This design comes from an exercise in tuning for small area on the open sky130 flow, not from production work.
Only simulation tests tie the RTL to the original design; equivalence was not proved.
Power is estimated from default activity; no workload was simulated.

## nmr_pulseprog_top
module nmr_pulseprog_top
(
	input	logic						pulseprog_clk,
	input	logic						arst_n,
	input	logic						param_req,
	output	logic						param_ack,
	input	nmr_seq_pkg::seq_param_t	seq_param,
	input	nmr_acq_pkg::acq_param_t	acq_param,
	input	nmr_acq_pkg::adc_word_t		adc_data,
	output	logic						tx_gate,
	output	logic						rx_en,
	output	logic						busy,
	output	logic						out_req,
	input	logic						out_ack,
	output	nmr_acq_pkg::iq_sample_t	out_data,
	output	logic						overrun
);
	logic						load;
	logic						run_start;
	logic [31:0]				pulse180, delay_sig, rx_delay, samples;
	logic						phase_cycle;
	nmr_acq_pkg::iq_word_t		dc_sub;
	nmr_acq_pkg::dec_fact_t		dec_fact;
	logic						sample_strobe, win_first, pair_valid;
	nmr_acq_pkg::iq_word_t		mag;
	logic						odd;
	param_loader u_param_loader
	(
		.pulseprog_clk	(pulseprog_clk),
		.arst_n			(arst_n),
		.param_req		(param_req),
		.param_ack		(param_ack),
		.seq_param		(seq_param),
		.acq_param		(acq_param),
		.busy_in		(busy),
		.load			(load),
		.run_start		(run_start),
		.pulse180		(pulse180),
		.delay_sig		(delay_sig),
		.rx_delay		(rx_delay),
		.samples		(samples),
		.phase_cycle	(phase_cycle),
		.dc_sub			(dc_sub),
		.dec_fact		(dec_fact)
	);
	cpmg_sequencer u_cpmg_sequencer
	(
		.pulseprog_clk	(pulseprog_clk),
		.arst_n			(arst_n),
		.load			(load),
		.pulse90_in		(seq_param.pulse90),
		.delay_nosig_in	(seq_param.delay_nosig),
		.echoes_in		(seq_param.echoes),
		.run_start		(run_start),
		.pulse180		(pulse180),
		.delay_sig		(delay_sig),
		.rx_delay		(rx_delay),
		.samples		(samples),
		.tx_gate		(tx_gate),
		.rx_en			(rx_en),
		.busy			(busy),
		.sample_strobe	(sample_strobe),
		.win_first		(win_first),
		.pair_valid		(pair_valid)
	);
	iq_demod u_iq_demod
	(
		.pulseprog_clk	(pulseprog_clk),
		.arst_n			(arst_n),
		.sample_strobe	(sample_strobe),
  ...
==> flow/config.mk <==
export PLATFORM = sky130hd
export DESIGN_NAME = nmr_pulseprog_top
export DESIGN_NICKNAME = nmr_pulseprog_top
export VERILOG_FILES = /design/flow/design.v
export SDC_FILE = /design/flow/constraint.sdc
export NUM_CORES = 4
export LEC_CHECK = 0
export ABC_AREA = 1
export CAP_MARGIN = 5
export CORE_MARGIN = 2
export CORE_UTILIZATION = 42
export CTS_BUF_LIST = sky130_fd_sc_hd__clkbuf_16
export CTS_CLUSTER_DIAMETER = 100
export CTS_CLUSTER_SIZE = 28
export PLACE_DENSITY = 0.65
export SLEW_MARGIN = 5
==> flow/constraint.sdc <==
create_clock -name core_clock -period 10.0 [get_ports {pulseprog_clk}]
set_input_delay 2.0000 -clock core_clock [delete_from_list [all_inputs] [get_ports {pulseprog_clk}]]
set_output_delay 2.0000 -clock core_clock [all_outputs]
set_load 0.01 [all_outputs]
standard.sh (not shown) runs the stock make flow with config.mk's settings and CLKGATE_MAP_FILE= SYNTH_SCRIPT=/design/flow/synth_recipe.tcl, a recipe that flattens the netlist after the stock synthesis.
==> flow/flow/run.sh <==
#!/bin/bash
# Own layout flow: the standard ORFS flow (standard.sh) with two changes.
#  1. ABC maps the combinational logic with an area-oriented script
#     (flow/abc_area.script, picked by ABC_AREA 1); registers are untouched.
#  2. Port buffers use sky130_fd_sc_hd__buf_1 rather than the flow's default
#     choice (clkdlybuf4s50_1); every port still gets its buffer.
# Each step's full output stays in orfs/logs/ (ORFS writes one log per step);
# make's own output goes to flow_make.log here.
set -euo pipefail
W=$(pwd)
rm -rf "$W/scripts"
cp -r "$FLOW_HOME/scripts" "$W/scripts"
cp "$W/flow/abc_area.script" "$W/scripts/abc_area.script"
export BUFFER_PORTS_ARGS="-buffer_cell sky130_fd_sc_hd__buf_1"
sed "s|make -C |make SCRIPTS_DIR=$W/scripts -C |" standard.sh > "$W/standard_own.sh"
bash "$W/standard_own.sh" finish > "$W/flow_make.log" 2>&1
==> flow/flow/abc_area.script <==
strash
&get -n
&fraig -x
&put
dc2
dc2
strash
dch -f
amap
topo
The starting point finished clean.
Next try:
==> flow/flow/abc_area.script (replaced) <==
strash
&get -n
&fraig -x
&put
dc2
dc2
strash
&get -n
&dch -f
&nf -p -a -R 100 -F 8 -A 8
&put
Settings changed: CAP_MARGIN 5 to 20, SLEW_MARGIN 5 to 20.
Synthesized cell count fell by 11%.
First-iteration DRC count rose by 18%.
Power rose by 1.8%.
Utilization hardly moves.
Global-route usage fell by 1.0 points.
Critical path depth fell by 26.
Next try:
==> flow/flow/abc_area.script (replaced) <==
strash
&get -n
&fraig -x
&put
dc2
dc2
strash
dch -f
amap
topo
Settings changed: CORE_UTILIZATION 42 to 50, PLACE_DENSITY 0.65 to 0.7.
After rerunning: Power decreases by 2.6%. Worst hold slack stays flat. Combinational power decreases by 8.8%. Cell area decreases by 2.7%. Sequential power hardly moves. First-iteration DRC count increases by 26%. Count of clock-buffer cells in the layout stays the same. Fmax decreases by 16%. Worst setup slack is worse by 1.4 ns. Final cell count increases by 3.7%. Non-clock buffer count does not change.
Next try:
Settings changed: CORE_UTILIZATION 50 to 42, PLACE_DENSITY 0.7 to 0.65.
What happened: Core utilization falls by 8.6 points. Routed wire length went up by a few percent. Worst setup slack gains 0.10 ns. Via count goes down slightly. Cell area is higher slightly. Sequential power stays flat. Die area goes up by about a fifth. Cell count came out higher by a few percent. Synthesized cell count stays the same. Power rose slightly.

[afterwards: timing with drivers on the ports]
The results above use ideal ports. As a check the final layouts listed here were re-extracted and re-timed, cells and wires unchanged.
Step 1 sets driving cells, clkbuf_16 on the clock port and buf_2 on the other inputs (assumed; they add their load-dependent delay and slew).
Step 2 times the ports against the registers' clock, not the clock port: input delays grow and output delays shrink by t, the midpoint of the rising clock arrivals with the driver on.
a / b / c = ideal / step 1 / step 2; a / b = the first two.
run	shift t [ns]	setup WS [ns]	clock arrival spread, ns	worst register clock-pin slew, ns
the first run	0.557	1.197 / 1.197 / 1.197	0.018 / 0.019	0.11 / 0.11
the second run	0.557	2.618 / 2.600 / 2.043	0.018 / 0.019	0.11 / 0.11
the third run	0.555	1.188 / 1.188 / 1.188	0.027 / 0.027	0.11 / 0.11
the fourth run	0.559	1.293 / 1.293 / 1.293	0.035 / 0.035	0.11 / 0.11
After both steps setup and hold are still met in every run listed. The setup slack of the second run, which loses most, moves by -0.018 ns with the drivers and by -0.575 ns with both steps.
